Source: an optimization exercise on an open RTL-to-GDS flow (aim: small area and a short achievable clock period). Production flows keep margins and buffers that such runs may drop. Where RTL was checked, it was by simulation tests only, not by an equivalence proof against the original. Power figures rest on the tool's default switching activity, not on a simulated workload.

Setup of v44:
// scopeCore
module scopeCore (
	input logic clk_flash,
	input logic rstN,
	input logic [4*8-1:0] flashData,  
	input logic [8-1:0] threshLow,  
	input logic [8-1:0] threshHigh,
	input logic fallingEdge,
	input logic [(10 + 1)-1:0] tot,
	input logic [4-1:0] chanEnable,
	input logic [1:0] coinReq,
	input logic [8-1:0] holdTime,
	input logic allowSameChan,
	input logic noSelfTrig,
	input logic isFirst,
	input logic isLast,
	input logic [1:0] trigIn,  
	input logic startTrigger,
	input logic [10-1:0] triggerPoint,
	input logic [10-1:0] nsmp,
	input logic [5-1:0] downsample,
	input logic highRes,
	output logic [1:0] trigOut,  
	output logic trigger,
	output logic [4-1:0] inRange,  
	output logic acquiring,
	output logic dataReady,
	output logic [10-1:0] wrAddress,
	output logic [10-1:0] trigPointAddr,
	output logic [4*8-1:0] dout  
);
clock: 5.0 ns
lec_check: 0
abc_area: 1
cap_margin: 20
core_margin: 2
core_utilization: 55
setup_slack_margin: 3.1
slew_margin: 20
tns_end_percent: 1
standard.sh (not shown) runs the stock make flow with config.mk's settings and CLKGATE_MAP_FILE= SYNTH_SCRIPT=/design/flow/synth_recipe.tcl, a recipe that flattens the netlist after the stock synthesis.
==> flow/flow/run.sh <==
#!/bin/bash
# Layout flow: the standard ORFS flow (standard synthesis included), with the
# ports buffered by a plain buffer instead of the weakest delay cell;
# nothing else changed.
set -euo pipefail
export BUFFER_PORTS_ARGS="-buffer_cell sky130_fd_sc_hd__buf_2"

bash standard.sh finish > make_finish.log 2>&1
--- input diff v44..v52 ---
- CORE_UTILIZATION changed from 55 to 60
==> flow/run.sh (new file) <==
#!/bin/bash
# synth_recipe.tcl (not shown) runs the flow's synth.tcl, then flattens the netlist and writes it again
# the make line also repeats each setting of config.mk as NAME=value (left out here)
make -C /OpenROAD-flow-scripts/flow DESIGN_CONFIG=/design/flow/config.mk WORK_HOME=/design/flow/orfs CLKGATE_MAP_FILE= SYNTH_SCRIPT=/design/flow/synth_recipe.tcl finish
removed: flow/flow/run.sh
removed: flow/standard.sh
[summary]
On placement-stage cell area: v52 sits above v44.
v52 ended up with a lower post-placement setup slack than v44 did.
The start point of the critical path comes out downsample[0] in one run and downsample[1] in the other, namely in v44 and v52 respectively.
v52 has clock network fraction of total power below what v44 had.
Per the comparison of v52 with v44, number of buffers outside the clock class in the layout increased by 10% relative to the old numbers; power density over cell area decreased by 4.0% relative to the old numbers; endpoint required time on the critical path held steady.
v52 has switching power share of the total above what v44 had.
Against v44, final setup slack of the worst path in v52 came out worse.
Cell count of the worst reg-to-reg path in v52 is 2 above v44.
Input changes introduced in v26 (baseline for comparison: v52):
- swapping 60 for 70 in CORE_UTILIZATION
==> flow/flow/run.sh (new file) <==
#!/bin/bash
# Layout flow: the standard ORFS flow (standard synthesis included), with the
# ports buffered by a plain buffer instead of the weakest delay cell;
# nothing else changed.
set -euo pipefail
export BUFFER_PORTS_ARGS="-buffer_cell sky130_fd_sc_hd__buf_2"

bash standard.sh finish > make_finish.log 2>&1
==> flow/standard.sh (new file) <==
#!/bin/bash
# synth_recipe.tcl (not shown) runs the flow's synth.tcl, then flattens the netlist and writes it again
# the make line also repeats each setting of config.mk as NAME=value (left out here)
make -C /OpenROAD-flow-scripts/flow DESIGN_CONFIG=/design/flow/config.mk WORK_HOME=/design/flow/orfs CLKGATE_MAP_FILE= SYNTH_SCRIPT=/design/flow/synth_recipe.tcl "${@:-finish}"
removed: flow/run.sh
The final reports for v26 and v52 show weighted congestion reported at the end of routability-driven placement higher in the former.
Comparing v52 and v26, the higher clock network fraction of design power is on v26.
For the cell area, v26 came in 0.0012 sq mm lower than v52 did.
The higher global-route usage of v52 and v26 is in v26.
Going from v52 to v26, the path depth of the worst reg2reg path was found to have gone down by 2.
Iteration-0 DRC count of the detailed router delta for v26 relative to v52: about 110% higher
Diff v52 -> v26: peak ir drop on the vdd network climbed 11 uV, area added between synthesis and finish -7.0 points, wire length of the first global-routing pass moved up.
## Diff of input files: v32 against v26
- CORE_UTILIZATION now 60, was 70
- SETUP_SLACK_MARGIN now 3.3, was 3.1
[summary]
- The die height of v32 exceeds that of v26 by 7.8%.
- For the final wirelength, v32 came in about 21% lower than v26 did.
- Reported for v26 and v32, synthesized instance count turned out identical to the last digit.
- A worst setup path startpoint of downsample[2] is what v32 shows, while tot[1] belongs to v26.
- Cmp v32 vs v26: pre-CTS worst setup slack higher in v32
- Compared to v26, v32 has number of buffer and inverter stages on the critical path 2 higher.
- On die area, the higher figure sits with v32, not v26.
- Total power: v32 below v26

========
Another version of the RTL of scopeCore (not shown whole).
For scale: about 1900 cells after synthesis, roughly 270 flip-flops, roughly 170 I/O pins.
==> flow/config.mk <==
export PLATFORM = sky130hd
export DESIGN_NAME = scopeCore
export DESIGN_NICKNAME = scopeCore
export VERILOG_FILES = /design/flow/design.v
export SDC_FILE = /design/flow/constraint.sdc
export NUM_CORES = 4
export LEC_CHECK = 0
export CAP_MARGIN = 20
export CORE_MARGIN = 2
export CORE_UTILIZATION = 40
export SETUP_SLACK_MARGIN = 2.9
export SLEW_MARGIN = 20
export TNS_END_PERCENT = 5
==> flow/constraint.sdc <==
create_clock -name core_clock -period 5.0 [get_ports {clk_flash}]
set_input_delay 1.0000 -clock core_clock [delete_from_list [all_inputs] [get_ports {clk_flash}]]
set_output_delay 1.0000 -clock core_clock [all_outputs]
set_load 0.01 [all_outputs]
run.sh (not shown) runs the stock make flow with config.mk's settings and CLKGATE_MAP_FILE= SYNTH_SCRIPT=/design/flow/synth_recipe.tcl, a recipe that flattens the netlist after the stock synthesis.
Stock flow here: none of the scripts above is used.
The baseline finished with timing, DRC and antenna clean.
Then changed:
- ABC_CLOCK_PERIOD_IN_PS: default -> 2000
- SETUP_SLACK_MARGIN: 2.9 -> 2.6
- TNS_END_PERCENT: 5 -> default
Result: Setup slack gains 0.082 ns; final area came out higher by 9.3%; power came out higher by 8.9%; flip-flop and latch count stays the same; routed wire length came out higher by 6.6%; clock skew came out higher by 0.0096 ns; die area stays the same; final cell count came out higher by 2.8%; global-route usage came out higher by 0.81 points; worst hold slack gains 0.0094 ns; utilization came out higher by 5.0 points.
Function was not checked in any run of this note: the RTL went through the layout flow alone.

========
Setup of wip/nickel:
RTL: one of the versions met above, not the one the previous note started from.
Size: ~2400 cells after synthesis, roughly 270 flip-flops, ~170 I/O pins.
Settings: LEC_CHECK=0, ABC_AREA=1, CAP_MARGIN=20, CORE_MARGIN=2, CORE_UTILIZATION=60, CTS_CLUSTER_SIZE=40, SETUP_SLACK_MARGIN=3.1, SLEW_MARGIN=20, TNS_END_PERCENT=1; clock period 5.0 ns.
standard.sh (not shown) runs the stock make flow with config.mk's settings and CLKGATE_MAP_FILE= SYNTH_SCRIPT=/design/flow/synth_recipe.tcl, a recipe that flattens the netlist after the stock synthesis.
==> flow/flow/run.sh <==
#!/bin/bash
# Layout flow: the standard ORFS flow (standard synthesis included), with the
# ports buffered by a plain buffer instead of the weakest delay cell;
# nothing else changed.
set -euo pipefail
export BUFFER_PORTS_ARGS="-buffer_cell sky130_fd_sc_hd__buf_2"

bash standard.sh finish > make_finish.log 2>&1
wip/nickel went all the way through synthesis, placement and routing and the layout is clean on timing, DRC and antenna.
> inputs changed (wip/nickel -> wip/lagoon)
Settings: CTS_CLUSTER_SIZE no longer set, was 40; ABC_AREA no longer set, was 1.
## What came out
Having completed the whole flow, wip/lagoon delivered a layout that passed the timing, DRC and antenna checks.
[compare] base=wip/nickel new=wip/lagoon: combinational share of power climbed 4.1 points; number of buffers other than clock buffers in the final layout dropped about 5.6%; biggest fanout along the worst timing path dropped 16.
wip/lagoon ended up with downsample[0] as its timing startpoint of the critical path; wip/nickel ended up with downsample[2].
For synthesized area, dividing the value from wip/nickel by the value from wip/lagoon gives 1.07.
A slowest library cell on the worst path of o211ai_1 is what wip/nickel shows, while mux4_2 belongs to wip/lagoon.
Comparing the two runs side by side, wip/lagoon comes out behind wip/nickel on post-route minimum period.
Taking wip/nickel as the reference, in wip/lagoon combinational cell power increased 19%, proportion of power drawn by the clock network -5.1 points, net switching share of the total power +1.1 points, setup slack dropped 780 ps, routed wire length fell 17%.
Here is what was changed in the inputs of wip/indigo compared with wip/lagoon.
Settings: putting ABC_AREA at 1 where nothing was set.
==> comparison <==
wip/indigo: no failed stages, no open violations at the end
In wip/indigo, area used by sequential logic in the layout is higher than in wip/lagoon.
Looking at slowest stage cell on the critical path, the mux4_2 result is from wip/lagoon; the dfxtp_1 one comes from wip/indigo.
In wip/indigo, post-layout total power is lower than in wip/lagoon.
Sort wip/indigo and wip/lagoon by length of routed wiring on met1, descending, and wip/indigo comes first.
In terms of clock slew at the register clock pins of the worst setup and hold paths, wip/indigo and wip/lagoon differ only marginally.
Relative to wip/indigo, the following input files were edited for wip/garnet:
Settings: TNS_END_PERCENT removed (was 1); CORE_UTILIZATION changed from 60 to 40; SETUP_SLACK_MARGIN changed from 3.1 to 2.9.
==> flow/run.sh (new file) <==
#!/bin/bash
# synth_recipe.tcl (not shown) runs the flow's synth.tcl, then flattens the netlist and writes it again
# the make line also repeats each setting of config.mk as NAME=value (left out here)
make -C /OpenROAD-flow-scripts/flow DESIGN_CONFIG=/design/flow/config.mk WORK_HOME=/design/flow/orfs CLKGATE_MAP_FILE= SYNTH_SCRIPT=/design/flow/synth_recipe.tcl finish
removed: flow/flow/run.sh
removed: flow/standard.sh
Results
- The total power density per cell area in wip/garnet sits 2.7% below the value recorded for wip/indigo.
- wip/garnet against wip/indigo: required arrival time at the worst endpoint went up; global routing usage on met3 went up.
### wip/garnet -> wip/yarrow
Settings: TNS_END_PERCENT newly set to 1; CORE_UTILIZATION changed from 40 to 60.
==> flow/flow/run.sh (new file) <==
#!/bin/bash
# Layout flow: the standard ORFS flow (standard synthesis included), with the
# ports buffered by a plain buffer instead of the weakest delay cell;
# nothing else changed.
set -euo pipefail
export BUFFER_PORTS_ARGS="-buffer_cell sky130_fd_sc_hd__buf_2"

bash standard.sh finish > make_finish.log 2>&1
==> flow/standard.sh (new file) <==
#!/bin/bash
# synth_recipe.tcl (not shown) runs the flow's synth.tcl, then flattens the netlist and writes it again
# the make line also repeats each setting of config.mk as NAME=value (left out here)
make -C /OpenROAD-flow-scripts/flow DESIGN_CONFIG=/design/flow/config.mk WORK_HOME=/design/flow/orfs CLKGATE_MAP_FILE= SYNTH_SCRIPT=/design/flow/synth_recipe.tcl "${@:-finish}"
removed: flow/run.sh
Findings:
A top metal layer carrying routed signals of met5 is what wip/garnet shows, while met4 belongs to wip/yarrow. Summary of wip/yarrow over wip/garnet: cell count after placement dropped about 5.4%; cell count dropped 8.1%. On CTS clock-pin slew for the worst setup and hold paths, wip/yarrow and wip/garnet are basically level. Re critical path depth: wip/garnet was higher than wip/yarrow.
Changes in wip/ember relative to wip/yarrow:
Settings: changing CAP_MARGIN from 20 to 0; changing SETUP_SLACK_MARGIN from 2.9 to 3.1; changing SLEW_MARGIN from 20 to 0.
==> results.txt <==
- Compared to wip/yarrow, the router laid down less metal wire for wip/ember.
- wip/ember vs wip/yarrow — register area rose 33 um^2.
- wip/ember did not stop at any stage, and its layout met the timing, DRC and antenna checks.
- The higher setup slack after layout came out of wip/ember.

## re-timing with driven ports
The flow's constraints put no driver on any port. The routed layouts listed below were extracted and timed again, unchanged, in two steps. Step 1 (the two cells are an assumption about what drives the block):
set clk [get_ports {clk_flash}]
set_driving_cell -lib_cell sky130_fd_sc_hd__clkbuf_16 $clk
set_driving_cell -lib_cell sky130_fd_sc_hd__buf_2 [delete_from_list [all_inputs] $clk]
Step 2 moves the port delays by t, midway between the first and last clock arrival at a register: inputs arrive t later, outputs are due t later. That takes back most of the time a late clock gives input paths. Three values: ideal, step 1, step 2; two values: the first two.
run | shift t [ns] | setup WS [ns] | pins driven straight from the clock port
v44 | 0.616 | 2.841 / 2.783 / 2.167 | 1
v52 | 0.621 | 2.786 / 2.700 / 2.078 | 1
v26 | 0.626 | 2.650 / 2.640 / 2.014 | 1
v32 | 0.607 | 2.847 / 2.838 / 2.268 | 1
the first run of note 2 | 0.586 | 2.379 / 2.327 / 1.741 | 1
the second run of note 2 | 0.601 | 2.461 / 2.378 / 1.777 | 1
wip/nickel | 0.603 | 2.836 / 2.785 / 2.182 | 1
wip/lagoon | 0.596 | 2.055 / 2.040 / 1.444 | 1
wip/indigo | 0.608 | 2.891 / 2.839 / 2.291 | 1
wip/garnet | 0.583 | 2.862 / 2.806 / 2.224 | 1
wip/yarrow | 0.611 | 2.820 / 2.766 / 2.157 | 1
wip/ember | 0.608 | 2.891 / 2.839 / 2.291 | 1
After both steps every run listed still meets setup and hold. For v52, which loses most, drivers alone change the setup slack by -0.086 ns; drivers and shift together by -0.708 ns.
